Context: an optimization exercise on an open-source flow, tuned for small area and a short achievable clock period. The choices shown serve that exercise and are no tape-out recipe.
Where RTL was checked, it was by simulation tests only, not by an equivalence proof against the original.
Only the layout flow was run in runs 1 and 2; the RTL was not checked for function there.
Power and IR drop assume default switching activity.

==> flow/design.v <==
package accum_bank_pkg;
  localparam int sys_cols   = 4;
  localparam int P_BITWIDTH = 16;
endpackage
module accum_column
#(
  parameter int IN_W  = accum_bank_pkg::P_BITWIDTH,
  parameter int ACC_W = 32,
  parameter int DEPTH = 16
) (
  input  logic             clk,
  input  logic             valid_i,
  input  logic             first_i,
  input  logic [IN_W-1:0]  data_i,
  output logic [ACC_W-1:0] data_o,
  output logic             ovf_o
);
  localparam int HI_W = ACC_W - IN_W;
  localparam int LV   = $clog2(IN_W);
  logic [ACC_W:0] body_q [DEPTH-1];
  logic [ACC_W:0] tail_q;
  logic [ACC_W:0] head_s;
  logic [IN_W-1:0] a_lo_s, s_lo_s, res_lo_s;
  logic            c_lo_s, sx_s;
  logic [HI_W-1:0] a_hi_s, inc_s, dec_s, up_s, dn_s, res_hi_s;
  logic [HI_W-1:0] all1_s, all0_s;
  logic            is_max_s, is_min_s, ovf_s, flag_s;
  assign head_s = body_q[0];
  assign a_hi_s = head_s[ACC_W-1:IN_W];
  assign a_lo_s = head_s[IN_W-1:0];
  assign sx_s   = data_i[IN_W-1];
  logic [IN_W-1:0] g_s [LV+1];
  logic [IN_W-1:0] t_s [LV+1];
  logic [IN_W:0]   c_s;
  assign g_s[0] = a_lo_s & data_i;
  assign t_s[0] = a_lo_s | data_i;
  for (genvar l = 1; l <= LV; l++) begin : g_ks
    for (genvar i = 0; i < IN_W; i++) begin : g_bit
      if (i >= (1 << (l-1))) begin : g_op
        assign g_s[l][i] = g_s[l-1][i] | (t_s[l-1][i] & g_s[l-1][i-(1<<(l-1))]);
        assign t_s[l][i] = t_s[l-1][i] & t_s[l-1][i-(1<<(l-1))];
      end else begin : g_pass
        assign g_s[l][i] = g_s[l-1][i];
        assign t_s[l][i] = t_s[l-1][i];
      end
    end
  end
  assign c_s    = {g_s[LV], 1'b0};
  assign s_lo_s = (a_lo_s ^ c_s[IN_W-1:0]) ^ data_i;
  assign c_lo_s = c_s[IN_W];
  for (genvar i = 0; i < HI_W; i++) begin : g_hi
    assign all1_s[i] = &a_hi_s[i:0];
    assign all0_s[i] = ~|a_hi_s[i:0];
  end
  assign inc_s    = a_hi_s ^ {all1_s[HI_W-2:0], 1'b1};
  assign dec_s    = a_hi_s ^ {all0_s[HI_W-2:0], 1'b1};
  assign is_max_s = ~a_hi_s[HI_W-1] & all1_s[HI_W-2];
  assign is_min_s =  a_hi_s[HI_W-1] & all0_s[HI_W-2];
  assign up_s     = is_max_s ? a_hi_s : inc_s;
  assign dn_s     = is_min_s ? a_hi_s : dec_s;
  always_comb begin
    ovf_s = sx_s ? (~c_lo_s & is_min_s) : (c_lo_s & is_max_s);
    if (first_i) begin
      res_hi_s = {HI_W{sx_s}};
      res_lo_s = data_i;
    end else begin
      if (c_lo_s) res_hi_s = sx_s ? a_hi_s : up_s;
      else        res_hi_s = sx_s ? dn_s : a_hi_s;
      res_lo_s = ovf_s ? {IN_W{~sx_s}} : s_lo_s;
    end
    flag_s = ~first_i & (head_s[ACC_W] | ovf_s);
  end
  always_ff @(posedge clk) begin
    if (valid_i) begin
      tail_q <= {flag_s, res_hi_s, res_lo_s};
      body_q[DEPTH-2] <= tail_q;
      for (int i = 0; i < DEPTH-2; i++) body_q[i] <= body_q[i+1];
    end
  end
  assign data_o = tail_q[ACC_W-1:0];
  assign ovf_o  = tail_q[ACC_W];
endmodule
module accum_bank
#(
  parameter int COLS     = accum_bank_pkg::sys_cols,
  parameter int IN_W     = accum_bank_pkg::P_BITWIDTH,
  parameter int ACC_W    = 32,
  parameter int DEPTH    = 16,
  parameter bit SATURATE = 1'b1,
  localparam int ROW_W   = $clog2(DEPTH)
) (
  input  logic                  clk,
  input  logic                  rst,
  input  logic                  i_valid,
  input  logic                  i_first,
  input  logic                  i_last,
  input  logic [COLS*IN_W-1:0]  i_data,
  output logic [COLS-1:0]       o_valid,
  output logic [COLS*ROW_W-1:0] o_row,
  output logic [COLS*ACC_W-1:0] o_data,
  output logic [COLS-1:0]       o_ovf,
  output logic                  o_tile_done
);
  logic [COLS:0]  v_s, e_s, f_s;
  logic [ROW_W-1:0] r_s [COLS+1];
  logic [ROW_W-1:0] row_q;
  logic             done_q;
  always_ff @(posedge clk or posedge rst) begin
    if (rst) row_q <= '0;
    else if (i_valid) row_q <= row_q + 1'b1;
  end
  assign v_s[0] = i_valid;
  assign e_s[0] = i_valid & i_last;
  assign f_s[0] = i_first;
  assign r_s[0] = row_q;
  for (genvar s = 1; s <= COLS; s++) begin : g_stage
    always_ff @(posedge clk or posedge rst) begin
      if (rst) begin
        v_s[s] <= 1'b0;
        e_s[s] <= 1'b0;
      end else begin
        v_s[s] <= v_s[s-1];
        e_s[s] <= e_s[s-1];
      end
    end
    always_ff @(posedge clk) begin
      f_s[s] <= f_s[s-1];
      r_s[s] <= r_s[s-1];
    end
  end
  always_ff @(posedge clk or posedge rst) begin
    if (rst) done_q <= 1'b0;
    else     done_q <= e_s[COLS-1] & (r_s[COLS-1] == ROW_W'(DEPTH-1));
  end
  assign o_tile_done = done_q;
  for (genvar c = 0; c < COLS; c++) begin : g_lane
    accum_column #(
      .IN_W (IN_W),
      .ACC_W(ACC_W),
      .DEPTH(DEPTH)
    ) u_col (
      .clk    (clk),
      .valid_i(v_s[c]),
      .first_i(f_s[c]),
      .data_i (i_data[c*IN_W +: IN_W]),
      .data_o (o_data[c*ACC_W +: ACC_W]),
      .ovf_o  (o_ovf[c])
    );
    assign o_valid[c]             = e_s[c+1];
    assign o_row[c*ROW_W +: ROW_W] = r_s[c+1];
  end
endmodule
==> flow/run.sh <==
#!/bin/bash
# synth_recipe.tcl (not shown) runs the flow's synth.tcl, then flattens the netlist and writes it again
# the make line also repeats each setting of config.mk as NAME=value (left out here)
make -C /OpenROAD-flow-scripts/flow DESIGN_CONFIG=/design/flow/config.mk WORK_HOME=/design/flow/orfs CLKGATE_MAP_FILE= SYNTH_SCRIPT=/design/flow/synth_recipe.tcl finish
==> flow/config.mk <==
export PLATFORM = sky130hd
export DESIGN_NAME = accum_bank
export DESIGN_NICKNAME = accum_bank
export VERILOG_FILES = /design/flow/design.v
export SDC_FILE = /design/flow/constraint.sdc
export NUM_CORES = 4
export LEC_CHECK = 0
export ABC_CLOCK_PERIOD_IN_PS = 3000
export CAP_MARGIN = 20
export CORE_MARGIN = 2
export CORE_UTILIZATION = 40
export SETUP_SLACK_MARGIN = 4.5
export SLEW_MARGIN = 20
==> flow/constraint.sdc <==
create_clock -name core_clock -period 7.5 [get_ports {clk}]
set_input_delay 1.5000 -clock core_clock [delete_from_list [all_inputs] [get_ports {clk}]]
set_output_delay 1.5000 -clock core_clock [all_outputs]
set_load 0.01 [all_outputs]
==> results of run 1 <==
-- worst reg2reg max path, cell delays in order, from the launching register on --
cell and delay [ns]:
edfxtp_1 0.46, ha_1 0.22, and3_1 0.20, and3_1 0.24
and3_1 0.20, and3_1 0.34, and3_1 0.28, nand2_1 0.08
or2_1 0.52, nor4_4 0.28, buf_4 0.18, buf_12 0.15
nor2_2 0.05, o22ai_1 0.23
-- kinds of logic after synthesis --
kind of cell / after synthesis / share of synthesized area
AO/OA/AOI/OAI: 457 / 0.0416
XOR/XNOR: 82 / 0.00995
adder cells (fa/ha/maj): 60 / 0.0102
buffers and inverters: 187 / 0.0105
flip-flops: 2143 / 0.888
multiplexers: 10 / 0.00144
AND/OR/NAND/NOR: 529 / 0.0380
-- power by group through the flow --
stage          registers [mW]  logic (mW)  clock network [mW]
3_5_place_dp             14.7        1.02                   0
3_3_place_gp             14.6       0.998                   0
4_1_cts                  14.4        1.25                10.7
5_1_grt                  14.4        1.47                11.2
6_report                 14.4        1.36                10.4
2_1_floorplan            14.7       0.398                   0
-- stage by stage --
stage	instances	setup WS, ns	utilization	total power, mW	hold slack (ns)
finish	6618	3.73	0.496	26.1	0.338
CTS	6565	3.84	0.488	26.3	0.346
global route	6614	3.67	0.496	27.1	0.346
detailed placement	5982	1.71	0.432	15.7	0.336
floorplan	3468	0.637	-	15.1	0.329
global placement	5981	1.85	0.432	15.6	0.334
-- Yosys cell counts (15+ instances only) --
library cell / instances / area share
nor3_1: 82 / 0.0057
dfxtp_1: 19 / 0.0053
o21ai_0: 62 / 0.0043
clkbuf_1: 54 / 0.0028
maj3_1: 15 / 0.0021
nand3_1: 27 / 0.0019
xor2_1: 40 / 0.0049
and3_1: 34 / 0.0029
a31oi_1: 21 / 0.0018
nor4_1: 16 / 0.0014
o31ai_1: 28 / 0.0029
and2_1: 18 / 0.0016
inv_1: 102 / 0.0053
ha_1: 37 / 0.0064
nand2_1: 94 / 0.0049
a21oi_1: 97 / 0.0067
edfxtp_1: 2112 / 0.88
xnor2_1: 42 / 0.0051
o22ai_1: 43 / 0.0037
o21ai_1: 50 / 0.0035
nor2_1: 142 / 0.0074
o21a_1: 18 / 0.0019
nor2b_1: 19 / 0.0016
buf_2: 15 / 0.0010
-- area by class of cell --
cell class / count / area (um^2)
Multi-Input combinational cell: 1144 / 9730
Antenna cell: 4 / 10.0
Timing Repair Buffer: 486 / 4590
Fill cell: 14300 / 90100
Sequential cell: 2143 / 64100
Clock inverter: 136 / 1470
Tap cell: 2355 / 2950
Inverter: 103 / 387
Clock buffer: 247 / 5420
-- metal layers --
metal	routed length, um	global-route usage
met3	5660	0.0269
met1	58800	0.193
met5	19	0
met4	3530	0.0504
met2	57600	0.196
-- registers in the layout (all words and copies together) (netlist names) --
| signal | flops |
|---|---|
| done_q | 1 |
| r_s | 16 |
| e_s | 4 |
| g_lane.u_col.first_i | 3 |
| row_q | 4 |
| g_lane.u_col.valid_i | 3 |
| g_lane.u_col.tail_q | 132 |
| g_lane.u_col.body_q | 1980 |
-- worst min path at each step --
stage / startpoint / end / slack (ns) / cells after the start
final: r_s[2][3] / r_s[3][3] / 0.34 / 0
after global routing: r_s[2][3] / r_s[3][3] / 0.35 / 0
after CTS: r_s[2][3] / r_s[3][3] / 0.35 / 0
after detailed placement: r_s[2][3] / r_s[3][3] / 0.34 / 0
after global placement: r_s[2][3] / r_s[3][3] / 0.33 / 0
after floorplan: g_lane[1].u_col.first_i / g_lane[2].u_col.first_i / 0.33 / 0
-- repair_timing --
action	CTS	global route
setup buffers	187	45
gates resized for setup	1093	189
pin swaps	175	121
gates cloned	13	0
setup endpoints to repair	285	210
endpoints found under the hold margin	0	0
==> out/results.txt, run 1 <==
status - no timing/DRC/antenna violations
maximum root-to-sink buffer count - 3
Avg Inst Size Synth - 20.8 um^2
synth warn - 6
I/O Pins - 222
critical path depth - 17
Max VDD drop - 0.000230 V
Worst R2R End - g_lane[1].u_col.tail_q[14]
PD cells - 294 nW/um^2
Syn Nets - 3578
Via Count - 32700
Yosys reg bits - 2143
Leak - 30.6 nW
CP Buf/Inv Count - 5
commonest non-fill, non-tap cells in the layout - edfxtp_1, clkbuf_16, buf_4
initial antenna violation count - 12
Tmin final - 3.77 ns
GRT overflow - 0
DIE AREA - 184000 um^2
worst relative slew slack - 0.293
Final Hold Violating Endpoints - 0
htree depth - 4
final setup fails - 0
Crit Path Category - in -> reg
layout cells sized above 1 - 0.262
first-pass GRT wire length - 189000 um
cell count after synthesis - 3468
Clock Pin Slew Worst Setup and Hold Paths - 0.06 ns
largest net degree at the start of global routing - 226
Comb pwr share - 0.052
switching pwr - 5.47 mW
fmax - 0.265 GHz
# rows - 155
critical path arrival - 4.31 ns
total negative slack - 0 ns
cell area after synthesis - 72200 um^2
Crit Reg-Reg Startpoint - g_lane[1].u_col.body_q[0][17]
CTS Sinks - 2143
DRT iter0 DRCs - 2872
Final nets - 4195
Crit path largest cell delay - 0.39 ns
IO Port Bufs - 221
Worst Setup EP - g_lane[1].u_col.tail_q[28]
Setup crit start - i_data[16]
Sw Share - 0.210
cell depth of the worst flop-to-flop path - 13
Core Footprint - 179000 um^2
CP required - 8.04 ns
gr usage total - 0.132
Max Cap Violations - 0
worst-margin pin slew - 1.06 ns
remaining antenna violation count - 0
final WL - 126000 um
slowest library cell on the worst path - fa_2
P&R area growth vs syn - 22.9%
Reg power frac - 0.551
FF-to-FF setup slack - 3.92 ns
RSZ-0062 raised after global routing - yes
Top cell by count, worst path - a21oi_4
Clock power frac - 0.397
CTS tree - built
HP Class - reg -> reg
Post-synth EDFFs - 2112
CP Launch Type - input port
vias in the first global route - 31800
Chip Width - 429 um
fraction of registers with async set/reset - 0.00560
routability cong. - 0.820
total CTS buffers - 207
Seq/Total Area, Yosys - 0.888
Distinct cells, synth - 104
CP Capture Type - flop
Die Y - 429 um
family with the most delay on the worst path - compound AO/OA/AOI/OAI gates
period utilization - 0.502
Top FF cell, synth - edfxtp_1
commonest non-fill, non-tap cell in the layout - edfxtp_1
Slew Limit Fails - 0
critical-path maximum fanout - 7
clk root buf - clkbuf_16
Final HPWL DP - 68200 um
CP Cell Sequence - buf_8 > ha_4 > inv_2 > fa_2 > nor2b_1 > a221o_1 > a21oi_4 > o311ai_4 > a21oi_4 > buf_6 > buf_6 > a21oi_4 > buf_4 > nor3_4 > a32oi_2 > xor2_1 > o21ai_1
wire per inst - 19.0 um
Post-CTS Hold Buffers - 0
Clk Latency, worst-skew pair - 0.83 ns
post-route cell area - 88700 um^2
P_int - 20.6 mW
DRC violations left - 0
effective utilization at floorplan - 0.404
skew final - 0.0342 ns
Placed Instance Area - 77200 um^2
1st-pass router iterations - 5
average via count per standard cell - 4.93
==> run 2, diff against run 1 <==
--- a/flow/config.mk
+++ b/flow/config.mk
@@ -5,9 +5,10 @@
 export SDC_FILE = /design/flow/constraint.sdc
 export NUM_CORES = 4
 export LEC_CHECK = 0
-export ABC_CLOCK_PERIOD_IN_PS = 3000
 export CAP_MARGIN = 20
 export CORE_MARGIN = 2
 export CORE_UTILIZATION = 40
+export CTS_CLUSTER_DIAMETER = 150
+export CTS_CLUSTER_SIZE = 30
 export SETUP_SLACK_MARGIN = 4.5
 export SLEW_MARGIN = 20
==> run 2 against run 1 <==
Effect of this change:
- largest cell class unchanged
- critical endpoint is now g_lane[2].u_col.tail_q[30]
- critical path type unchanged
- synthesized cell count is the same
- worst hold slack improved by 0.0079 ns
- largest power group unchanged
- combinational power about the same
- die area unchanged
==> out/results.txt, run 2 <==
Clk Latency, worst-skew pair - 0.75 ns
Setup crit start - i_data[32]
RSZ-0062 raised after global routing - yes
CTS tree - built
Placed Instance Area - 77200 um^2
leading area contributor after synthesis - edfxtp_1
M3 GR Usage - 0.0209
CTS Sinks - 2143
Tmin final - 3.79 ns
top-count cell post-synth - edfxtp_1
Post-Synth Simple-Gate Area - 0.0380
routability cong. - 0.820
maximum root-to-sink buffer count - 3
Final nets - 4063
largest family of logic cells by synthesized area - compound AO/OA/AOI/OAI gates
CP required - 8.06 ns
worst relative slew slack - 0.278
I/O Pins - 222
Crit Reg-Reg Startpoint - g_lane[2].u_col.body_q[0][16]
Avg Inst Size Synth - 20.8 um^2
IO Port Bufs - 221
effective utilization at floorplan - 0.404
Pwr Total - 21.1 mW
XOR/XNOR Fraction of Synth Area - 0.00995
first-pass GRT wire length - 181000 um
Seq/Total Area, Yosys - 0.888
period utilization - 0.505
average via count per standard cell - 4.99
Via Count - 31600
DRC violations left - 0
Die Y - 429 um
Clock Pin Slew Worst Setup and Hold Paths - 0.11 ns
largest net degree at the start of global routing - 226
clk root buf - clkbuf_16
1st-pass router iterations - 5
grt peak-use layer - met2
met2 Usage GRT - 0.194
Distinct cells, synth - 104
synth warn - 6
# rows - 155
Leak - 28.3 nW
Max VDD drop - 0.000224 V
Post-CTS Hold Buffers - 0
Syn Nets - 3578
max FFs per register - 1980
GRT overflow - 0
Slew Limit Fails - 0
final setup fails - 0
mux cell area share after synthesis - 0.00144
post-synthesis compound-gate area fraction - 0.0416
fmax - 0.264 GHz
CP Capture Type - flop
remaining antenna violation count - 0
skew final - 0.0310 ns
Hold Crit Start - r_s[2][3]
Chip Width - 429 um
fin cells - 6339
gr usage total - 0.127
commonest non-fill, non-tap cell in the layout - edfxtp_1
DIE AREA - 184000 um^2
placed insts - 5982
total negative slack - 0 ns
critical-path maximum fanout - 5
Yosys top cell area share - 0.879
status - no timing/DRC/antenna violations
Final Hold Violating Endpoints - 0
biggest registers after layout - g_lane.u_col.body_q: 1980 flops, g_lane.u_col.tail_q: 132 flops, r_s: 16 flops
total CTS buffers - 82
initial antenna violation count - 12
synth cell count leaders - edfxtp_1, nor2_1, inv_1
commonest non-fill, non-tap cells in the layout - edfxtp_1, buf_4, nor2_1
synth top area cells - edfxtp_1, nor2_1, a21oi_1, ha_1, nor3_1
layout cells sized above 1 - 0.217
DRT iter0 DRCs - 2955
critical path arrival - 4.35 ns
Adder-Cell Fraction of Synth Area - 0.0102
worst-margin pin slew - 1.08 ns
hold slack final - 0.346 ns
met1 usage - 0.188
Core Footprint - 179000 um^2
Yosys reg bits - 2143
wire per inst - 19.1 um
post-route cell area - 84000 um^2
Crit Path Category - in -> reg
cell area after synthesis - 72200 um^2
Reg with most FFs - g_lane.u_col.body_q
fraction of registers with async set/reset - 0.00560
Max Cap Violations - 0
htree depth - 3
CP Launch Type - input port
Final HPWL DP - 68200 um
vias in the first global route - 30200
PD cells - 251 nW/um^2
cell count after synthesis - 3468
final WL - 121000 um
HP Class - reg -> reg
Post-synth EDFFs - 2112
Top FF cell, synth - edfxtp_1
P&R area growth vs syn - 16.4%
[run 2: cell types whose count changed in the layout (fill, tap and decap cells not counted), sizes merged, moves of 9 or more]
cell,delta
buf,-41
clkdlybuf4s15,+19
clkinvlp,-9
clkbuf,-137
clkinv,-90
bufinv,-24
[run 2: worst max-delay path, cell delays in order]
cell	delay [ns]
buf_8	0.07
ha_4	0.12
inv_2	0.03
fa_2	0.35
nor2b_2	0.13
a221oi_2	0.05
o21a_1	0.18
o211ai_1	0.25
a31oi_2	0.18
o31a_1	0.39
a2111o_1	0.51
a221o_1	0.35
a22oi_1	0.21
[run 2: cells by family (layout without fill, tap and decap cells)]
| group | count (synthesis) | after routing |
|---|---|---|
| buffers and inverters | 187 | 692 |
| adders and majority gates | 60 | 60 |
| DFF | 2143 | 2143 |
| muxes | 10 | 10 |
| AOI/OAI and AO/OA | 457 | 458 |
| xor gates and xnor gates | 82 | 82 |
| other | 0 | 4 |
| and+or+nand+nor | 529 | 535 |
[run 2: area by class of cell]
| type | count | area, um^2 |
|---|---|---|
| Antenna cell | 4 | 10.0 |
| Timing Repair Buffer | 478 | 4520 |
| Fill cell | 14800 | 94800 |
| Tap cell | 2355 | 2950 |
| Sequential cell | 2143 | 64100 |
| Clock inverter | 10 | 126 |
| Multi-Input combinational cell | 1145 | 9710 |
| Inverter | 103 | 387 |
| Clock buffer | 101 | 2140 |
[run 2: final timing paths]
check	end	slack, ns	cells past startpoint
worst max register to register	g_lane[2].u_col.tail_q[13]	3.91	12
max in group asynchronous	g_lane[3].u_col.valid_i	5.92	2
worst max-delay path	g_lane[2].u_col.tail_q[30]	3.71	13
worst min register to register	r_s[3][3]	0.35	0
min in group asynchronous	row_q[3]	1.12	2
worst min-delay path	r_s[3][3]	0.35	0
[run 2: where the power goes]
group,switching (mW),internal [mW]
clock network,3.33,2.07
registers,0.320,14.0
logic,0.781,0.561
total,4.43,16.7
[run 2: routing by layer]
metal,share of wire,wire [um]
met1,0.47,57500
met2,0.46,56300
met3,0.038,4590
met4,0.023,2850
met5,0.00017,21
[run 2: what timing repair did]
item                                   4_1_cts  5_1_grt
cloned                                      10        4
buffers inserted                           178       47
resized for setup                          971      232
pin swaps                                  162      156
endpoints found under the hold margin        0        0
setup endpoints to repair                  285      196
[run 2: through the flow]
stage | utilization | setup WS (ns)
2_1_floorplan | - | 0.637
4_1_cts | 0.461 | 3.83
3_5_place_dp | 0.432 | 1.71
5_1_grt | 0.470 | 3.67
3_3_place_gp | 0.432 | 1.85
6_report | 0.470 | 3.71
==> run 3, diff against run 2 <==
--- a/flow/design.v
+++ b/flow/design.v
@@ -29,25 +29,7 @@
   assign a_hi_s = head_s[ACC_W-1:IN_W];
   assign a_lo_s = head_s[IN_W-1:0];
   assign sx_s   = data_i[IN_W-1];
-  logic [IN_W-1:0] g_s [LV+1];
-  logic [IN_W-1:0] t_s [LV+1];
-  logic [IN_W:0]   c_s;
-  assign g_s[0] = a_lo_s & data_i;
-  assign t_s[0] = a_lo_s | data_i;
-  for (genvar l = 1; l <= LV; l++) begin : g_ks
-    for (genvar i = 0; i < IN_W; i++) begin : g_bit
-      if (i >= (1 << (l-1))) begin : g_op
-        assign g_s[l][i] = g_s[l-1][i] | (t_s[l-1][i] & g_s[l-1][i-(1<<(l-1))]);
-        assign t_s[l][i] = t_s[l-1][i] & t_s[l-1][i-(1<<(l-1))];
-      end else begin : g_pass
-        assign g_s[l][i] = g_s[l-1][i];
-        assign t_s[l][i] = t_s[l-1][i];
-      end
-    end
-  end
-  assign c_s    = {g_s[LV], 1'b0};
-  assign s_lo_s = (a_lo_s ^ c_s[IN_W-1:0]) ^ data_i;
-  assign c_lo_s = c_s[IN_W];
+  assign {c_lo_s, s_lo_s} = {1'b0, a_lo_s} + {1'b0, data_i};
   for (genvar i = 0; i < HI_W; i++) begin : g_hi
     assign all1_s[i] = &a_hi_s[i:0];
     assign all0_s[i] = ~|a_hi_s[i:0];
--- a/flow/config.mk
+++ b/flow/config.mk
@@ -8,7 +8,5 @@
 export CAP_MARGIN = 20
 export CORE_MARGIN = 2
 export CORE_UTILIZATION = 40
-export CTS_CLUSTER_DIAMETER = 150
-export CTS_CLUSTER_SIZE = 30
 export SETUP_SLACK_MARGIN = 4.5
 export SLEW_MARGIN = 20
==> run 3 against run 2 <==
Effect of this change:
- still clean
- critical path depth increased by 4
- fmax increased by 14%
- total power increased by 23%
- synthesized cell count decreased by 4.6%
- non-clock buffer count decreased by 49
- core utilization increased by 1.9 points
- global-route usage decreased by 0.15 points
- clock power increased by 89%
- sequential share of layout area decreased by 2.9 points
- critical endpoint is now g_lane[0].u_col.tail_q[1]
- largest power group unchanged
==> out/results.txt, run 3 <==
Seq/Total Area, Yosys - 0.893
IO Port Bufs - 221
CP required - 8.03 ns
Final Hold Violating Endpoints - 0
# rows - 155
effective utilization at floorplan - 0.402
leading area contributor after synthesis - edfxtp_1
DIE AREA - 183000 um^2
status - no timing/DRC/antenna violations
Sw Share - 0.210
Via Count - 30900
1st-pass router iterations - 5
Setup crit start - i_data[0]
Reg with most FFs - g_lane.u_col.body_q
Top cell by count, worst path - buf_6
slowest library cell on the worst path - a32oi_4
DRC violations left - 0
DRT iter0 DRCs - 2833
CP Launch Type - input port
Die Y - 428 um
worst-margin pin slew - 1.14 ns
Top FF cell, synth - edfxtp_1
Crit Reg-Reg Startpoint - g_lane[1].u_col.body_q[0][16]
PD cells - 297 nW/um^2
pre-CTS WS - 2.02 ns
I/O Pins - 222
total negative slack - 0 ns
wire per inst - 18.2 um
Yosys reg bits - 2143
biggest registers after layout - g_lane.u_col.body_q: 1980 flops, g_lane.u_col.tail_q: 132 flops, r_s: 16 flops
clk root buf - clkbuf_16
Tmin final - 3.33 ns
Distinct cells, synth - 83
layout cells sized above 1 - 0.251
CTS Sinks - 2143
Crit Path Category - in -> reg
Final nets - 4069
synth top area cells - edfxtp_1, ha_1, nand2_1, a21oi_1, xnor2_1
fmax - 0.300 GHz
Syn Nets - 3478
first-pass GRT wire length - 175000 um
fraction of registers with async set/reset - 0.00560
FF-to-FF setup slack - 4.35 ns
initial antenna violation count - 4
critical path arrival - 3.86 ns
period utilization - 0.444
Final HPWL DP - 64600 um
Max VDD drop - 0.000221 V
htree depth - 4
total CTS buffers - 207
placed insts - 5856
fin cells - 6430
cell count after synthesis - 3308
P&R area growth vs syn - 21.6%
commonest non-fill, non-tap cell in the layout - edfxtp_1
Chip Width - 428 um
cell depth of the worst flop-to-flop path - 10
cell area after synthesis - 71700 um^2
final setup fails - 0
average via count per standard cell - 4.81
Reg power frac - 0.554
Worst Setup EP - g_lane[0].u_col.tail_q[1]
setup ws final - 4.17 ns
Post-synth EDFFs - 2112
routability cong. - 0.803
HP Class - reg -> reg
critical-path maximum fanout - 8
CP Cell Sequence - buf_8 > ha_4 > inv_2 > fa_2 > nor2b_4 > o2111ai_2 > nand3_2 > a32oi_4 > buf_6 > buf_12 > buf_6 > buf_6 > nand4_1 > buf_6 > buf_12 > nand2b_1 > a22oi_2
largest net degree at the start of global routing - 207
P_int - 20.5 mW
vias in the first global route - 30100
final WL - 117000 um
Post-CTS Hold Buffers - 0
maximum root-to-sink buffer count - 3
commonest non-fill, non-tap cells in the layout - edfxtp_1, clkbuf_16, buf_4
GRT overflow - 0
gr usage total - 0.125
synth cell count leaders - edfxtp_1, nand2_1, a21oi_1, ha_1, inv_1
switching pwr - 5.45 mW
Yosys top cell area share - 0.884
CTS tree - built
Slew Limit Fails - 0
Clock Pin Slew Worst Setup and Hold Paths - 0.06 ns
Avg Inst Size Synth - 21.7 um^2
Core Footprint - 178000 um^2
Clk Latency, worst-skew pair - 0.85 ns
remaining antenna violation count - 0
max FFs per register - 1980
Max Cap Violations - 0
RSZ-0062 raised after global routing - yes
Worst R2R End - g_lane[1].u_col.tail_q[4]
worst relative slew slack - 0.242
Clock power frac - 0.393
skew final - 0.0466 ns
Comb pwr share - 0.052
synth warn - 4
CP Capture Type - flop
top-count cell post-synth - edfxtp_1
Crit path largest cell delay - 0.35 ns
Leak - 30.1 nW
-- run 3: through the flow --
stage | total power, mW | cell area, um^2 | hold slack (ns) | utilization
floorplan | 15.1 | 71800 | 0.329 | -
global placement | 15.7 | 77000 | 0.336 | 0.431
detailed placement | 15.7 | 77000 | 0.335 | 0.431
CTS | 26.2 | 86400 | 0.325 | 0.484
global route | 26.9 | 87200 | 0.349 | 0.489
finish | 25.9 | 87200 | 0.340 | 0.489
-- run 3: logic make-up (layout without fill, tap and decap cells) --
group                      count (synthesis)  count (layout)  share of synthesized area
muxes                                     30              30                    0.00424
buffers and inverters                    136             895                    0.00776
xor gates and xnor gates                  74              74                    0.00903
other                                      0               3                          0
AOI/OAI and AO/OA                        376             378                     0.0359
DFF                                     2143            2143                      0.893
adders and majority gates                101             101                     0.0180
and+or+nand+nor                          448             451                     0.0316
-- run 3: area by class of cell --
type                            instances  area (um^2)
Fill cell                           14300        91200
Sequential cell                      2143        64100
Multi-Input combinational cell       1034         9360
Clock buffer                          258         5480
Timing Repair Buffer                  429         3700
Tap cell                             2355         2950
Clock inverter                        124         1330
Inverter                               84          318
Antenna cell                            3         7.51
-- run 3: how the worst min path moves through the flow --
stage                                  from                       to  slack, ns  cells after the start
floorplan           g_lane[1].u_col.first_i  g_lane[2].u_col.first_i       0.33                      0
global placement                  r_s[2][2]                r_s[3][2]       0.34                      0
detailed placement                r_s[1][2]                r_s[2][2]       0.33                      0
CTS                               r_s[1][2]                r_s[2][2]       0.32                      0
global route                      r_s[2][2]                r_s[3][2]       0.35                      0
finish                            r_s[1][2]                r_s[2][2]       0.34                      0
-- run 3: worst max-delay path, delay by kind of cell --
kind / cells / cell delay [ns]
AOI/OAI and AO/OA: 3 / 0.66
adders and majority gates: 2 / 0.37
buffers and inverters: 8 / 0.90
and+or+nand+nor: 4 / 0.42
-- run 3: routing by layer --
layer / vias up / routed length, um / track usage / part of all wire
met5: - / 29 / 0 / 0.00025
met4: 4 / 3150 / 0.0488 / 0.027
met3: 211 / 5070 / 0.0274 / 0.043
met2: 602 / 52600 / 0.181 / 0.45
met1: 15800 / 56400 / 0.185 / 0.48
li1: 14300 / - / - / -
-- run 3: power groups by stage --
stage / sequential (mW) / clock [mW] / combinational, mW
detailed placement: 14.6 / 0 / 1.08
finish: 14.4 / 10.2 / 1.36
global route: 14.4 / 11.1 / 1.47
CTS: 14.4 / 10.6 / 1.28
floorplan: 14.7 / 0 / 0.421
global placement: 14.6 / 0 / 1.06
-- run 3: repair_timing --
action	CTS	global route
endpoints found under the hold margin	0	0
setup endpoints to repair	285	333
resized for setup	1167	159
buffers inserted	155	28
pin swaps	139	102
gates cloned	6	0
==> run 4, diff against run 3 <==
--- a/flow/config.mk
+++ b/flow/config.mk
@@ -8,5 +8,7 @@
 export CAP_MARGIN = 20
 export CORE_MARGIN = 2
 export CORE_UTILIZATION = 40
+export CTS_CLUSTER_DIAMETER = 150
+export CTS_CLUSTER_SIZE = 25
 export SETUP_SLACK_MARGIN = 4.5
 export SLEW_MARGIN = 20
==> run 4 against run 3 <==
Effect of this change:
- count of clock-buffer cells in the layout shrank 124
- fmax shrank 4.2%
- synthesized cell count is the same
- worst setup slack lost 0.15 ns
- core utilization shrank 2.0 points
==> out/results.txt, run 4 <==
PD cells - 257 nW/um^2
total negative slack - 0 ns
final setup fails - 0
biggest registers after layout - g_lane.u_col.body_q: 1980 flops, g_lane.u_col.tail_q: 132 flops, r_s: 16 flops
Post-synth EDFFs - 2112
commonest non-fill, non-tap cells in the layout - edfxtp_1, buf_4, nand2_1
largest net degree at the start of global routing - 207
Yosys top cell area share - 0.884
Reg power frac - 0.666
Seq/Total Area, Yosys - 0.893
I/O Pins - 222
P&R area growth vs syn - 16.6%
skew final - 0.0367 ns
met1 usage - 0.180
CP Capture Type - flop
Sw Share - 0.209
Reg with most FFs - g_lane.u_col.body_q
Crit Path Category - in -> reg
maximum root-to-sink buffer count - 3
fmax - 0.287 GHz
Die Y - 428 um
# rows - 155
routability cong. - 0.803
CP Launch Type - input port
worst-margin pin slew - 1.03 ns
Via Count - 30200
DRC violations left - 0
DIE AREA - 183000 um^2
worst relative slew slack - 0.314
Top FF cell, synth - edfxtp_1
leading area contributor after synthesis - edfxtp_1
Post-CTS Hold Buffers - 0
Pwr Total - 21.5 mW
Comb pwr share - 0.065
Tmin final - 3.48 ns
Max VDD drop - 0.000220 V
wire per inst - 18.4 um
RSZ-0062 raised after global routing - yes
average via count per standard cell - 4.87
critical-path maximum fanout - 6
Final Hold Violating Endpoints - 0
initial antenna violation count - 5
htree depth - 3
synth cell count leaders - edfxtp_1, nand2_1, a21oi_1, ha_1, inv_1
Clock power frac - 0.269
gr usage total - 0.121
CP Buf/Inv Count - 4
slowest library cell on the worst path - o311ai_4
Leak - 28.3 nW
HP Class - reg -> reg
grt peak-use layer - met2
placed insts - 5856
synth top area cells - edfxtp_1, ha_1, nand2_1, a21oi_1, xnor2_1
Crit path largest cell delay - 0.39 ns
family with the most delay on the worst path - compound AO/OA/AOI/OAI gates
Clock Pin Slew Worst Setup and Hold Paths - 0.09 ns
Syn Nets - 3478
Core Footprint - 178000 um^2
status - no timing/DRC/antenna violations
fraction of registers with async set/reset - 0.00560
1st-pass router iterations - 5
period utilization - 0.464
IO Port Bufs - 221
Final HPWL DP - 64600 um
Distinct cells, synth - 83
Chip Width - 428 um
cell count after synthesis - 3308
P_int - 17.0 mW
fin cells - 6209
setup ws final - 4.02 ns
DRT iter0 DRCs - 2837
M3 GR Usage - 0.0192
Clk Latency, worst-skew pair - 0.76 ns
effective utilization at floorplan - 0.402
Yosys reg bits - 2143
switching pwr - 4.49 mW
layout cells sized above 1 - 0.221
synth warn - 4
max FFs per register - 1980
final WL - 114000 um
Slew Limit Fails - 0
Avg Inst Size Synth - 21.7 um^2
Final nets - 3977
CTS tree - built
total CTS buffers - 95
cell area after synthesis - 71700 um^2
commonest non-fill, non-tap cell in the layout - edfxtp_1
met2 Usage GRT - 0.182
CP Cell Sequence - buf_8 > ha_4 > inv_2 > fa_2 > nor2b_2 > o2111a_2 > o311ai_4 > a21oi_4 > a211oi_4 > buf_4 > buf_6 > and2_4 > nand3_2 > a31o_4
pre-CTS WS - 2.02 ns
Max Cap Violations - 0
GRT overflow - 0
CP required - 7.99 ns
top-count cell post-synth - edfxtp_1
remaining antenna violation count - 0
clk root buf - clkbuf_16
first-pass GRT wire length - 170000 um
CTS Sinks - 2143
vias in the first global route - 28800
critical path arrival - 3.97 ns
[run 4: cell counts after synthesis]
Identical to the previous run, type by type.
[run 4: area by class of cell]
class                           instances  area, um^2
Inverter                               84         319
Clock buffer                          134        2540
Timing Repair Buffer                  449        3990
Tap cell                             2355        2950
Fill cell                           14600       94700
Multi-Input combinational cell       1034        9670
Antenna cell                            3        7.51
Sequential cell                      2143       64100
Clock inverter                          7        90.1
[run 4: logic make-up after synthesis]
| family | Yosys count | share of synthesized area |
|---|---|---|
| fa+ha+maj | 101 | 0.0180 |
| flops | 2143 | 0.893 |
| compound gates | 376 | 0.0359 |
| mux | 30 | 0.00424 |
| buf+inv | 136 | 0.00776 |
| xor+xnor | 74 | 0.00903 |
| simple gates | 448 | 0.0316 |
[run 4: timing repair]
item / 4_1_cts / 5_1_grt
setup endpoints to repair: 285 / 197
cloned: 8 / 1
pin swaps: 162 / 95
buffers inserted: 160 / 40
gates resized for setup: 1128 / 180
[run 4: metal layers]
layer | part of all wire | wire length (um)
met5 | 0.00025 | 29
met4 | 0.024 | 2740
met3 | 0.037 | 4270
met2 | 0.46 | 52300
met1 | 0.48 | 55100
[run 4: final timing paths]
kind / start / endpoint / slack (ns) / depth (start not counted)
worst max-delay path: i_data[16] / g_lane[1].u_col.tail_q[23] / 4.02 / 14
worst min-delay path: r_s[1][2] / r_s[2][2] / 0.34 / 0
worst max register to register: g_lane[1].u_col.body_q[0][16] / g_lane[1].u_col.tail_q[4] / 4.32 / 10
worst min register to register: r_s[1][2] / r_s[2][2] / 0.34 / 0
max in group asynchronous: rst / g_lane[3].u_col.valid_i / 5.89 / 2
min in group asynchronous: rst / e_s[4] / 1.14 / 2
[run 4: through the flow]
| step | area [um^2] | hold slack (ns) | util |
|---|---|---|---|
| 2_1_floorplan | 71800 | 0.329 | - |
| 3_3_place_gp | 77000 | 0.336 | 0.431 |
| 3_5_place_dp | 77000 | 0.335 | 0.431 |
| 4_1_cts | 82500 | 0.339 | 0.463 |
| 5_1_grt | 83700 | 0.355 | 0.469 |
| 6_report | 83700 | 0.344 | 0.469 |
[run 4: power by group through the flow]
stage	registers [mW]	logic, mW	clock network (mW)
2_1_floorplan	14.7	0.421	0
3_5_place_dp	14.6	1.08	0
6_report	14.3	1.40	5.78
5_1_grt	14.4	1.52	6.47
3_3_place_gp	14.6	1.06	0
4_1_cts	14.3	1.31	6.11
==> run 5, diff against run 4 <==
--- a/flow/config.mk
+++ b/flow/config.mk
@@ -7,8 +7,8 @@
 export LEC_CHECK = 0
 export CAP_MARGIN = 20
 export CORE_MARGIN = 2
-export CORE_UTILIZATION = 40
+export CORE_UTILIZATION = 55
 export CTS_CLUSTER_DIAMETER = 150
 export CTS_CLUSTER_SIZE = 25
-export SETUP_SLACK_MARGIN = 4.5
+export SETUP_SLACK_MARGIN = 4.2
 export SLEW_MARGIN = 20
==> run 5 against run 4 <==
Effect of this change:
- count of clock-buffer cells in the layout is 11 higher
- highest routed layer unchanged
- critical endpoint unchanged
- worst setup slack gained 0.070 ns
- still clean on timing, DRC and antenna
- sequential share of layout area increased by 1.9 points
==> out/results.txt, run 5 <==
status - no timing/DRC/antenna violations
Clock Pin Slew Worst Setup and Hold Paths - 0.10 ns
Core Footprint - 129000 um^2
cell area after synthesis - 71700 um^2
CP required - 7.98 ns
PD cells - 263 nW/um^2
synth cell count leaders - edfxtp_1, nand2_1, a21oi_1, ha_1, inv_1
# rows - 132
skew final - 0.0327 ns
Post-synth EDFFs - 2112
critical path arrival - 3.89 ns
effective utilization at floorplan - 0.554
IO Port Bufs - 221
CP Capture Type - flop
leading area contributor after synthesis - edfxtp_1
Leak - 27.7 nW
Max VDD drop - 0.000187 V
first-pass GRT wire length - 172000 um
total CTS buffers - 95
1st-pass router iterations - 14
vias in the first global route - 29000
DRT iter0 DRCs - 3036
commonest non-fill, non-tap cell in the layout - edfxtp_1
biggest registers after layout - g_lane.u_col.body_q: 1980 flops, g_lane.u_col.tail_q: 132 flops, r_s: 16 flops
Pwr Total - 21.5 mW
commonest non-fill, non-tap cells in the layout - edfxtp_1, nand2_1, buf_4
final setup fails - 0
Chip Width - 365 um
CTS Sinks - 2143
initial antenna violation count - 12
Avg Inst Size Synth - 21.7 um^2
top-count cell post-synth - edfxtp_1
DRC violations left - 0
Final Hold Violating Endpoints - 0
P_int - 17.0 mW
Slew Limit Fails - 0
max FFs per register - 1980
switching pwr - 4.43 mW
gr usage total - 0.169
Die Y - 365 um
synth warn - 4
hold slack final - 0.366 ns
largest net degree at the start of global routing - 211
Clk Latency, worst-skew pair - 0.73 ns
clk root buf - clkbuf_16
remaining antenna violation count - 0
Comb pwr share - 0.061
HP Class - reg -> reg
DIE AREA - 133000 um^2
CTS tree - built
P&R area growth vs syn - 13.8%
worst relative slew slack - 0.221
Final nets - 3894
synth top area cells - edfxtp_1, ha_1, nand2_1, a21oi_1, xnor2_1
Max Cap Violations - 0
Yosys reg bits - 2143
Sw Share - 0.206
Reg with most FFs - g_lane.u_col.body_q
final WL - 115000 um
Crit Path Category - in -> reg
Yosys top cell area share - 0.884
area of the multi-input gates - 8870 um^2
cell count after synthesis - 3308
Clock power frac - 0.270
Top FF cell, synth - edfxtp_1
RSZ-0062 raised after global routing - yes
I/O Pins - 222
CP Launch Type - input port
critical-path maximum fanout - 4
GRT overflow - 0
worst-margin pin slew - 1.17 ns
Syn Nets - 3478
fraction of registers with async set/reset - 0.00560
Filler Cells Inserted - 8870
placed insts - 5242
FF+latch area - 64100 um^2
Seq/Total Area, Yosys - 0.893
fin cells - 5520
period utilization - 0.455
Via Count - 30100
routability cong. - 0.829
total negative slack - 0 ns
average via count per standard cell - 5.46
fmax - 0.293 GHz
htree depth - 3
wire per inst - 20.8 um
Distinct cells, synth - 83
layout cells sized above 1 - 0.146
Reg power frac - 0.669
maximum root-to-sink buffer count - 3
Post-CTS Hold Buffers - 0
Final HPWL DP - 66200 um
Tmin final - 3.41 ns
-- run 5: cell count changes in the layout (fill, tap and decap cells not counted), sizes merged, moves of 2 or more --
cell,before,now
clkinvlp,2,0
buf,356,156
diode,3,1
clkdlybuf4s15,31,7
clkinv,1,3
inv,88,86
clkdlybuf4s50,3,89
dlymetal6s2s,3,11
clkbuf,142,159
dlygate4sd2,48,90
-- run 5: cells by family (layout without fill, tap and decap cells) --
family                     after synthesis  count (layout)  share of synthesized area
other                                    0               1                          0
AOI/OAI and AO/OA                      376             379                     0.0359
muxes                                   30              30                    0.00424
adders and majority gates              101             101                     0.0180
DFF                                   2143            2143                      0.893
and+or+nand+nor                        448             449                     0.0316
xor gates and xnor gates                74              74                    0.00903
buffers and inverters                  136             601                    0.00776
-- run 5: final cells by class --
class                      instances  area share
clock inverter                     5     0.00112
sequential                      2143       0.785
antenna                            1   0.0000306
timing repair buffer             367      0.0421
tap                             1742      0.0267
multi-input combinational       1033       0.109
clock buffer                     145      0.0322
inverter                          84     0.00386
-- run 5: path summary, 6_finish.rpt --
kind                                                    start                          to  slack [ns]  cells past startpoint
worst max-delay path                               i_data[30]  g_lane[1].u_col.tail_q[23]        4.09                     11
worst min-delay path                                r_s[2][3]                   r_s[3][3]        0.37                      0
worst max register to register  g_lane[1].u_col.body_q[0][17]   g_lane[1].u_col.tail_q[2]        4.20                     10
worst min register to register                      r_s[2][3]                   r_s[3][3]        0.37                      0
min in group asynchronous                                 rst                      e_s[2]        1.14                      2
max in group asynchronous                                 rst     g_lane[2].u_col.valid_i        5.87                      2
-- run 5: per-layer routing --
| layer | vias up | track usage | wire [um] |
|---|---|---|---|
| li1 | 13800 | - | - |
| met1 | 15500 | 0.270 | 55900 |
| met2 | 627 | 0.244 | 51200 |
| met4 | 2 | 0.0501 | 3270 |
| met5 | - | 0 | 9 |
| met3 | 217 | 0.0272 | 4590 |
-- run 5: power by group through the flow --
stage / Combinational, mW / Clock [mW] / Sequential (mW)
2_1_floorplan: 0.421 / 0 / 14.7
3_3_place_gp: 1.05 / 0 / 14.6
3_5_place_dp: 1.07 / 0 / 14.7
4_1_cts: 1.24 / 6.08 / 14.4
5_1_grt: 1.41 / 6.45 / 14.5
6_report: 1.30 / 5.80 / 14.4
-- run 5: repair_timing --
action / CTS / global route
endpoints found under the setup margin: 213 / 134
cloned: 3 / 4
setup buffers: 87 / 31
gates resized for setup: 414 / 162
pin swaps: 83 / 87
-- run 5: worst max-delay path, stage by stage --
cell	delay, ns
dlygate4sd2_1	0.35
ha_4	0.26
o21a_1	0.12
o21a_1	0.11
a311o_2	0.42
a211oi_4	0.35
buf_6	0.17
buf_6	0.11
nor3b_2	0.04
a211o_1	0.22
a31o_2	0.22
-- run 5: through the flow --
stage	worst slack [ns]	util	cell area (um^2)
after global routing	4.04	0.631	81700
after global placement	2.14	0.588	76200
after floorplan	0.637	-	71800
after CTS	4.13	0.624	80800
final	4.09	0.631	81700
after detailed placement	2.08	0.588	76200
==> run 6, diff against run 5 <==
--- a/flow/config.mk
+++ b/flow/config.mk
@@ -10,5 +10,5 @@
 export CORE_UTILIZATION = 55
 export CTS_CLUSTER_DIAMETER = 150
 export CTS_CLUSTER_SIZE = 25
-export SETUP_SLACK_MARGIN = 4.2
+export SETUP_SLACK_MARGIN = 3.8
 export SLEW_MARGIN = 20
==> run 6 against run 5 <==
Effect of this change:
- non-clock buffer count down 56
- cell area down 1.5%
- via count down 1.0%
- area after synthesis unchanged
- total power down 0.54%
- register-to-register slack worse by 0.27 ns
- sequential power about the same
- core utilization down 0.96 points
- largest cell class unchanged
- die area unchanged
==> out/results.txt, run 6 <==
Chip Width - 365 um
DRT iter0 DRCs - 3207
CTS Sinks - 2143
max FFs per register - 1980
Slew Limit Fails - 0
Crit Reg-Reg Startpoint - g_lane[1].u_col.body_q[0][17]
Sw Share - 0.205
fraction of registers with async set/reset - 0.00560
area of the multi-input gates - 7940 um^2
Hold Crit Start - r_s[2][3]
biggest registers after layout - g_lane.u_col.body_q: 1980 flops, g_lane.u_col.tail_q: 132 flops, r_s: 16 flops
fin cells - 5465
1st-pass router iterations - 7
Setup crit start - i_data[23]
CP Capture Type - flop
PD cells - 266 nW/um^2
Post-CTS Hold Buffers - 0
CP Launch Type - input port
cell count after synthesis - 3308
Tmin final - 3.73 ns
IO Port Bufs - 221
synth warn - 4
commonest non-fill, non-tap cells in the layout - edfxtp_1, clkdlybuf4s50_1, nand2_1
worst relative slew slack - 0.189
first-pass GRT wire length - 170000 um
critical-path maximum fanout - 6
total CTS buffers - 95
Clock Pin Slew Worst Setup and Hold Paths - 0.10 ns
FF-to-FF setup slack - 3.93 ns
layout cells sized above 1 - 0.0941
Seq/Total Area, Yosys - 0.893
final WL - 113000 um
total negative slack - 0 ns
Die Y - 365 um
Final Hold Violating Endpoints - 0
maximum root-to-sink buffer count - 3
Reg with most FFs - g_lane.u_col.body_q
skew final - 0.0287 ns
GRT overflow - 0
gr usage total - 0.167
wire per inst - 20.8 um
Reg power frac - 0.673
synth cell count leaders - edfxtp_1, nand2_1, a21oi_1, ha_1, inv_1
Via Count - 29800
leading area contributor after synthesis - edfxtp_1
Post-synth EDFFs - 2112
DRC violations left - 0
RSZ-0062 raised after global routing - yes
routability cong. - 0.829
Comb pwr share - 0.055
clk root buf - clkbuf_16
effective utilization at floorplan - 0.554
htree depth - 3
critical path arrival - 4.21 ns
initial antenna violation count - 18
Leak - 27.2 nW
P&R area growth vs syn - 12.1%
Syn Nets - 3478
cell area after synthesis - 71700 um^2
Top FF cell, synth - edfxtp_1
CP required - 7.98 ns
switching pwr - 4.37 mW
FF+latch area - 64100 um^2
Distinct cells, synth - 83
Max VDD drop - 0.000189 V
Core Footprint - 129000 um^2
I/O Pins - 222
Filler Cells Inserted - 8950
synth top area cells - edfxtp_1, ha_1, nand2_1, a21oi_1, xnor2_1
Final HPWL DP - 66200 um
Max Cap Violations - 0
DIE AREA - 133000 um^2
period utilization - 0.497
average via count per standard cell - 5.45
remaining antenna violation count - 0
Clk Latency, worst-skew pair - 0.73 ns
status - no timing/DRC/antenna violations
final setup fails - 0
Final nets - 3838
Avg Inst Size Synth - 21.7 um^2
worst-margin pin slew - 1.22 ns
P_int - 17.0 mW
HP Class - reg -> reg
Worst R2R End - g_lane[1].u_col.tail_q[13]
commonest non-fill, non-tap cell in the layout - edfxtp_1
Clock power frac - 0.271
vias in the first global route - 28700
cell depth of the worst flop-to-flop path - 10
# rows - 132
CTS tree - built
Yosys reg bits - 2143
fmax - 0.268 GHz
Yosys top cell area share - 0.884
largest net degree at the start of global routing - 211
top-count cell post-synth - edfxtp_1
Crit Path Category - in -> reg
placed insts - 5242
Worst Setup EP - g_lane[1].u_col.tail_q[14]
run 6: power groups by stage:
stage               Clock [mW]  Sequential, mW  Combinational [mW]
floorplan                    0            14.7               0.421
global placement             0            14.6                1.05
detailed placement           0            14.7                1.07
CTS                       6.08            14.4                1.14
global route              6.45            14.5                1.29
finish                    5.80            14.4                1.18
run 6: worst max-delay path, stage by stage:
cell and delay [ns]:
clkdlybuf4s50_1 0.47, ha_1 0.43, a21o_1 0.21, or3_1 0.33
o311ai_1 0.39, o21ai_0 0.23, a21o_1 0.22, a21oi_1 0.16
xor2_1 0.17, o21ai_0 0.11
run 6: logic make-up (layout without fill, tap and decap cells):
group,Yosys count,count (layout),share of synthesized area
buffers and inverters,136,545,0.00776
flip-flops,2143,2143,0.893
multiplexers,30,30,0.00424
AND/OR/NAND/NOR,448,450,0.0316
adder cells (fa/ha/maj),101,101,0.0180
XOR/XNOR,74,74,0.00903
other,0,2,0
AO/OA/AOI/OAI,376,378,0.0359
run 6: worst min-delay path by stage:
| stage | slack, ns | end | depth (start not counted) |
|---|---|---|---|
| 6_report | 0.37 | r_s[3][3] | 0 |
| 5_1_grt | 0.38 | r_s[3][2] | 0 |
| 4_1_cts | 0.37 | r_s[3][0] | 0 |
| 3_5_place_dp | 0.36 | r_s[3][2] | 0 |
| 3_3_place_gp | 0.34 | r_s[3][2] | 0 |
| 2_1_floorplan | 0.33 | g_lane[2].u_col.first_i | 0 |
run 6: layer usage:
| layer | vias up | GRT usage | routed length, um |
|---|---|---|---|
| met5 | - | 0 | 16 |
| met4 | 4 | 0.0495 | 3140 |
| met3 | 196 | 0.0270 | 4950 |
| met2 | 605 | 0.241 | 50200 |
| met1 | 15300 | 0.267 | 55100 |
| li1 | 13700 | - | - |
run 6: metrics by stage:
stage	hold slack (ns)	total power [mW]	cell area, um^2	setup WS [ns]	utilization
2_1_floorplan	0.329	15.1	71800	0.637	-
3_3_place_gp	0.338	15.7	76200	2.14	0.588
3_5_place_dp	0.359	15.7	76200	2.08	0.588
4_1_cts	0.372	21.6	79800	3.75	0.616
5_1_grt	0.380	22.2	80400	3.75	0.621
6_report	0.366	21.4	80400	3.77	0.621
run 6: timing repair:
action	CTS	global route
gates cloned	4	2
pin swaps	35	30
buffers inserted	50	13
resized for setup	103	90
setup endpoints to repair	131	124
endpoints found under the hold margin	0	0
run 6: layout make-up:
cell class | instances | area share
repair buffers | 311 | 0.0390
inverters | 84 | 0.00392
multi-input cells | 1033 | 0.0988
well taps | 1742 | 0.0271
clock buffers | 145 | 0.0327
diodes | 2 | 0.0000622
clock inverters | 5 | 0.00114
flip-flops and latches | 2143 | 0.797
==> run 7, diff against run 6 <==
--- a/flow/config.mk
+++ b/flow/config.mk
@@ -5,10 +5,11 @@
 export SDC_FILE = /design/flow/constraint.sdc
 export NUM_CORES = 4
 export LEC_CHECK = 0
+export ABC_AREA = 1
 export CAP_MARGIN = 20
 export CORE_MARGIN = 2
 export CORE_UTILIZATION = 55
 export CTS_CLUSTER_DIAMETER = 150
 export CTS_CLUSTER_SIZE = 25
-export SETUP_SLACK_MARGIN = 3.8
+export SETUP_SLACK_MARGIN = 4.2
 export SLEW_MARGIN = 20
==> run 7 against run 6 <==
Effect of this change:
- area after synthesis increased by 3.1%
- non-clock buffer count increased by 4
- die area increased by 3.1%
- combinational power increased by about 10%
- critical endpoint is now o_data[52]
- worst setup slack improved by 0.49 ns
- worst hold slack got worse by 0.013 ns
- highest routed layer unchanged
- total power about the same
- sequential share of layout area decreased by 1.6 points
- via count increased by 9.8%
==> out/results.txt, run 7 <==
Clk Latency, worst-skew pair - 0.73 ns
Chip Width - 371 um
largest net degree at the start of global routing - 206
Seq/Total Area, Yosys - 0.866
cell count after synthesis - 4138
remaining antenna violation count - 0
Top FF cell, synth - edfxtp_1
Avg Inst Size Synth - 17.9 um^2
RSZ-0062 raised after global routing - no
wire per inst - 18.1 um
Yosys top cell area share - 0.857
Comb pwr share - 0.061
Via Count - 32700
total negative slack - 0 ns
critical path arrival - 1.74 ns
# rows - 134
Final HPWL DP - 66800 um
worst relative slew slack - 0.246
Core Footprint - 133000 um^2
biggest registers after layout - g_lane.u_col.body_q: 1980 flops, g_lane.u_col.tail_q: 132 flops, r_s: 16 flops
HP Class - reg -> reg
Hold Crit Start - r_s[1][3]
routability cong. - 0.838
Post-Synth Simple-Gate Area - 0.0760
Crit Path Category - reg -> out
synth warn - 4
switching pwr - 4.41 mW
Clock Pin Slew Worst Setup and Hold Paths - 0.09 ns
Reg with most FFs - g_lane.u_col.body_q
Die Y - 371 um
critical-path maximum fanout - 2
worst-margin pin slew - 1.13 ns
top-count cell post-synth - edfxtp_1
Max Cap Violations - 0
FF-to-FF setup slack - 4.50 ns
htree depth - 3
maximum root-to-sink buffer count - 3
commonest non-fill, non-tap cells in the layout - edfxtp_1, nand2_1, inv_1
Distinct cells, synth - 43
cell area after synthesis - 74000 um^2
IO Port Bufs - 221
commonest non-fill, non-tap cell in the layout - edfxtp_1
synth cell count leaders - edfxtp_1, nand2_1, inv_1
Pwr Total - 21.4 mW
largest family of logic cells by synthesized area - simple AND/OR/NAND/NOR gates
synth top area cells - edfxtp_1, nand2_1, ha_1, nand3_1, inv_1
gr usage total - 0.163
Post-synth EDFFs - 2112
Final Hold Violating Endpoints - 0
Crit path largest cell delay - 0.58 ns
period utilization - 0.432
cell depth of the worst flop-to-flop path - 11
Crit Reg-Reg Startpoint - g_lane[0].u_col.body_q[0][16]
GRT overflow - 0
average via count per standard cell - 5.19
DRT iter0 DRCs - 2792
P_int - 16.9 mW
Yosys reg bits - 2143
slowest library cell on the worst path - clkdlybuf4s50_1
CP Launch Type - flop
setup ws final - 4.26 ns
fmax - 0.308 GHz
first-pass GRT wire length - 173000 um
post-synthesis compound-gate area fraction - 0.0172
Syn Nets - 4308
final WL - 114000 um
Post-CTS Hold Buffers - 0
CTS Sinks - 2143
Final nets - 4663
skew final - 0.0311 ns
final setup fails - 0
Max VDD drop - 0.000200 V
fraction of registers with async set/reset - 0.00560
status - no timing/DRC/antenna violations
max FFs per register - 1980
vias in the first global route - 30700
P&R area growth vs syn - 10.9%
Adder-Cell Fraction of Synth Area - 0.0175
CP Buf/Inv Count - 1
Sw Share - 0.207
DRC violations left - 0
CP required - 6.00 ns
Slew Limit Fails - 0
layout cells sized above 1 - 0.0705
CP Capture Type - output port
Reg power frac - 0.671
PD cells - 260 nW/um^2
Leak - 29.6 nW
effective utilization at floorplan - 0.555
CP Cell Sequence - clkdlybuf4s50_1
Endpoint, Worst Hold - r_s[2][3]
I/O Pins - 222
initial antenna violation count - 8
total CTS buffers - 95
Filler Cells Inserted - 9810
hold path cells - 0
Worst R2R End - g_lane[0].u_col.tail_q[29]
XOR/XNOR Fraction of Synth Area - 0.00686
family with the most delay on the worst path - buffers and inverters
mux cell area share after synthesis - 0.000152
Clock power frac - 0.268
Tmin final - 3.24 ns
DIE AREA - 138000 um^2
1st-pass router iterations - 7
leading area contributor after synthesis - edfxtp_1
clk root buf - clkbuf_16
CTS tree - built
pre-CTS WS - 2.80 ns
-- run 7: cell types whose count changed in the layout (fill, tap and decap cells not counted), moves of 35 or more --
cell / previous run / this run
nand2_1: 134 / 817
nand3_1: 32 / 204
inv_1: 78 / 207
nor2_1: 76 / 201
dlygate4sd2_1: 8 / 65
clkdlybuf4s50_1: 191 / 150
xnor2_1: 55 / 20
-- run 7: timing repair --
action                                  CTS  global route
gates cloned                              2             7
pin swaps                                 8            12
endpoints found under the setup margin  207           128
gates resized for setup                  92            62
setup buffers                            58             6
-- run 7: worst max path at each step --
stage,from,to,cells after the start
finish,g_lane[1].u_col.tail_q[20],o_data[52],1
global route,i_data[24],g_lane[1].u_col.tail_q[11],14
global placement,i_data[16],g_lane[1].u_col.tail_q[32],15
floorplan,g_lane[2].u_col.valid_i,g_lane[3].u_col.valid_i,0
detailed placement,i_data[16],g_lane[1].u_col.tail_q[32],15
CTS,g_lane[2].u_col.tail_q[2],o_data[66],1
-- run 7: final cells by class --
| class | instances | area [um^2] | share of cell area |
|---|---|---|---|
| antenna | 4 | 10.0 | 0.000122 |
| inverter | 222 | 858 | 0.0105 |
| clock buffer | 136 | 2570 | 0.0314 |
| sequential | 2143 | 64100 | 0.781 |
| clock inverter | 5 | 43.8 | 0.000534 |
| multi-input combinational | 1716 | 9010 | 0.110 |
| tap | 1768 | 2210 | 0.0270 |
| timing repair buffer | 315 | 3230 | 0.0394 |
-- run 7: metrics by stage --
stage,cells,area [um^2],util,hold WS [ns]
after CTS,6291,81600,0.611,0.357
final,6309,82000,0.615,0.353
after global routing,6306,82000,0.615,0.358
after global placement,6090,78400,0.587,0.333
after floorplan,4138,74000,-,0.355
after detailed placement,6090,78400,0.587,0.339
-- run 7: cells by family (layout without fill, tap and decap cells) --
| logic type | Yosys count | in the layout |
|---|---|---|
| AOI/OAI and AO/OA | 216 | 216 |
| xor gates and xnor gates | 58 | 58 |
| adders and majority gates | 101 | 101 |
| buffers and inverters | 283 | 678 |
| DFF | 2143 | 2143 |
| muxes | 1 | 1 |
| other | 0 | 4 |
| and+or+nand+nor | 1336 | 1340 |
-- run 7: power by group through the flow --
stage,Clock [mW],Sequential [mW],Combinational [mW]
after CTS,6.03,14.4,1.26
after global placement,0,14.6,1.19
after floorplan,0,14.7,0.535
after detailed placement,0,14.6,1.20
after global routing,6.36,14.4,1.45
final,5.72,14.3,1.30
-- run 7: per-layer routing --
metal / GRT usage / up-vias / share of wire
met5: 0 / - / 0.00026
met4: 0.0469 / 4 / 0.021
met3: 0.0245 / 148 / 0.041
met2: 0.238 / 533 / 0.44
met1: 0.258 / 16300 / 0.50
li1: - / 15700 / -
==> run 8, diff against run 7 <==
--- a/flow/config.mk
+++ b/flow/config.mk
@@ -5,10 +5,9 @@
 export SDC_FILE = /design/flow/constraint.sdc
 export NUM_CORES = 4
 export LEC_CHECK = 0
-export ABC_AREA = 1
 export CAP_MARGIN = 20
 export CORE_MARGIN = 2
-export CORE_UTILIZATION = 55
+export CORE_UTILIZATION = 65
 export CTS_CLUSTER_DIAMETER = 150
 export CTS_CLUSTER_SIZE = 25
 export SETUP_SLACK_MARGIN = 4.2
==> run 8 against run 7 <==
Effect of this change:
- clock skew grew 0.0028 ns
- critical path depth up 12
- worst setup slack lost 0.26 ns
- still clean
- highest routed layer unchanged
- worst hold slack improved by 0.0050 ns
- wire length up 2.0%
- largest power group unchanged
- sequential cell count did not move
- sequential share of layout area is 0.30 points higher
- area after synthesis down 3.0%
- core utilization is 13 points higher
- sequential power is essentially flat
==> out/results.txt, run 8 <==
status - no timing/DRC/antenna violations
Sw Share - 0.205
total negative slack - 0 ns
Reg power frac - 0.671
cell depth of the worst flop-to-flop path - 10
Tmin final - 3.50 ns
Reg with most FFs - g_lane.u_col.body_q
Setup crit start - i_data[16]
DRC violations left - 0
Clock Pin Slew Worst Setup and Hold Paths - 0.10 ns
effective utilization at floorplan - 0.657
worst relative slew slack - 0.178
wire per inst - 22.0 um
critical-path maximum fanout - 6
fmax - 0.286 GHz
synth cell count leaders - edfxtp_1, nand2_1, a21oi_1, ha_1, inv_1
Die Y - 336 um
Final HPWL DP - 65000 um
leading area contributor after synthesis - edfxtp_1
total CTS buffers - 95
Worst R2R End - g_lane[1].u_col.tail_q[2]
Top FF cell, synth - edfxtp_1
PD cells - 263 nW/um^2
Yosys top cell area share - 0.884
cell count after synthesis - 3308
Core Footprint - 109000 um^2
Clock power frac - 0.267
Chip Width - 336 um
Yosys reg bits - 2143
Worst Setup EP - g_lane[1].u_col.tail_q[30]
biggest registers after layout - g_lane.u_col.body_q: 1980 flops, g_lane.u_col.tail_q: 132 flops, r_s: 16 flops
RSZ-0062 raised after global routing - yes
initial antenna violation count - 8
average via count per standard cell - 5.76
final setup fails - 0
Distinct cells, synth - 83
DIE AREA - 113000 um^2
clk root buf - clkbuf_16
# rows - 121
Post-CTS Hold Buffers - 0
worst-margin pin slew - 1.23 ns
1st-pass router iterations - 5
switching pwr - 4.41 mW
Slew Limit Fails - 0
first-pass GRT wire length - 174000 um
Comb pwr share - 0.062
maximum root-to-sink buffer count - 3
fin cells - 5294
IO Port Bufs - 221
commonest non-fill, non-tap cells in the layout - edfxtp_1, buf_4, nand2_1
Clk Latency, worst-skew pair - 0.72 ns
CP Launch Type - input port
period utilization - 0.467
Max VDD drop - 0.000268 V
Final Hold Violating Endpoints - 0
gr usage total - 0.204
Seq/Total Area, Yosys - 0.893
Crit Reg-Reg Startpoint - g_lane[1].u_col.body_q[0][17]
largest net degree at the start of global routing - 214
fraction of registers with async set/reset - 0.00560
Max Cap Violations - 0
FF-to-FF setup slack - 4.20 ns
Crit Path Category - in -> reg
Post-synth EDFFs - 2112
layout cells sized above 1 - 0.156
synth warn - 4
P_int - 17.1 mW
final WL - 117000 um
DRT iter0 DRCs - 2889
CP Capture Type - flop
commonest non-fill, non-tap cell in the layout - edfxtp_1
placed insts - 4972
critical path arrival - 3.98 ns
Syn Nets - 3478
Avg Inst Size Synth - 21.7 um^2
HP Class - reg -> reg
remaining antenna violation count - 0
cell area after synthesis - 71700 um^2
routability cong. - 0.872
I/O Pins - 222
Filler Cells Inserted - 5864
P&R area growth vs syn - 13.9%
Leak - 27.8 nW
GRT overflow - 0
vias in the first global route - 29200
Via Count - 30500
CTS Sinks - 2143
skew final - 0.0340 ns
htree depth - 3
CTS tree - built
max FFs per register - 1980
top-count cell post-synth - edfxtp_1
synth top area cells - edfxtp_1, ha_1, nand2_1, a21oi_1, xnor2_1
CP required - 7.98 ns
Final nets - 3923
[run 8: cell types whose count changed in the layout (fill, tap and decap cells not counted), moves of 21 or more]
cell / previous run / this run
nand2_1: 817 / 126
buf_4: 65 / 128
ha_4: 1 / 53
nand3_1: 204 / 27
clkdlybuf4s50_1: 150 / 109
ha_1: 89 / 39
inv_1: 207 / 75
o21ai_0: 72 / 45
nor2_1: 201 / 71
xnor2_1: 20 / 52
a21o_1: 0 / 26
buf_6: 2 / 29
a31oi_1: 1 / 22
[run 8: layout make-up]
type                    count  area (um^2)  area share
flip-flops and latches   2143        64100       0.784
multi-input cells        1035         9040       0.111
repair buffers            394         3680      0.0450
clock buffers             155         2650      0.0324
well taps                1476         1850      0.0226
inverters                  84          318     0.00389
clock inverters             6         92.6     0.00113
diodes                      1         2.50   0.0000306
[run 8: logic make-up (layout without fill, tap and decap cells)]
kind of cell,count (synthesis),after routing,synth area share
adders and majority gates,101,101,0.0180
AOI/OAI and AO/OA,376,379,0.0359
DFF,2143,2143,0.893
other,0,1,0
and+or+nand+nor,448,451,0.0316
muxes,30,30,0.00424
buffers and inverters,136,639,0.00776
xor gates and xnor gates,74,74,0.00903
[run 8: repair_timing]
action	CTS	global route
resized for setup	428	159
setup endpoints to repair	199	134
setup buffers	105	46
pin swaps	103	104
gates cloned	6	1
[run 8: worst max-delay path: stages]
cell and delay, ns:
buf_8 0.10, ha_4 0.16, inv_4 0.06, fa_2 0.22
nor2b_2 0.05, o2111a_2 0.28, o311ai_4 0.38, a21oi_4 0.12
buf_6 0.14, a211o_4 0.36, mux2i_1 0.17, a21oi_1 0.09
o221a_2 0.34
[run 8: routing by layer]
layer  wire length [um]  GRT usage  part of all wire
met5                 27          0           0.00023
met4               3100     0.0537             0.027
met3               5460     0.0290             0.047
met2              54300      0.312              0.47
met1              53700      0.316              0.46
[run 8: worst min path at each step]
stage                            startpoint                       to  slack (ns)  depth (start not counted)
floorplan           g_lane[1].u_col.first_i  g_lane[2].u_col.first_i        0.33                          0
global placement                  r_s[1][0]                r_s[2][0]        0.34                          0
detailed placement                r_s[1][3]                r_s[2][3]        0.35                          0
CTS                               r_s[1][2]                r_s[2][2]        0.36                          0
global route                      r_s[1][3]                r_s[2][3]        0.37                          0
finish                            r_s[1][3]                r_s[2][3]        0.36                          0
[run 8: metrics by stage]
stage                     utilization  hold slack [ns]  power [mW]  area, um^2  setup slack [ns]
final                           0.749            0.358        21.5       81800              4.00
after global routing            0.749            0.368        22.2       81800              3.92
after CTS                       0.740            0.360        21.6       80800              4.07
after detailed placement        0.695            0.349        15.7       75800              2.09
after global placement          0.695            0.344        15.7       75800              2.13
after floorplan                     -            0.329        15.1       71800             0.637
[run 8: power by group through the flow]
stage / Clock [mW] / Sequential, mW / Combinational (mW)
global route: 6.30 / 14.5 / 1.43
detailed placement: 0 / 14.7 / 1.06
finish: 5.74 / 14.4 / 1.33
global placement: 0 / 14.6 / 1.04
CTS: 5.97 / 14.4 / 1.24
floorplan: 0 / 14.7 / 0.421

[port drivers added, routing unchanged]
The results above use ideal ports. As a check the final layouts listed here were re-extracted and re-timed, cells and wires unchanged.
Step 1 sets driving cells, clkbuf_16 on the clock port and buf_2 on the other inputs (assumed; they add their load-dependent delay and slew).
Step 2, shift: input delay + t, output delay - t, t = (earliest + latest rising clock arrival at the registers) / 2. This alone moves slack from input paths to output paths.
a / b / c = no drivers / after step 1 / after step 2; a / b = the first two.
| run | t (ns) | slack for setup (ns) | worst setup path at the end |
|---|---|---|---|
| run 1 | 0.887 | 3.733 / 3.731 / 2.844 | input to register |
| run 2 | 0.800 | 3.710 / 3.734 / 2.933 | input to register |
| run 3 | 0.903 | 4.167 / 4.200 / 3.297 | input to register |
| run 4 | 0.814 | 4.021 / 4.035 / 3.221 | input to register |
| run 5 | 0.788 | 4.091 / 4.126 / 3.339 | input to register |
| run 6 | 0.787 | 3.770 / 3.820 / 3.033 | input to register |
| run 7 | 0.776 | 4.258 / 4.185 / 3.521 | input to register |
| run 8 | 0.774 | 4.000 / 4.029 / 3.255 | input to register |
After both steps every run listed still meets setup and hold. The setup slack of run 1, which loses most, moves by -0.002 ns with the drivers and by -0.889 ns with both steps.
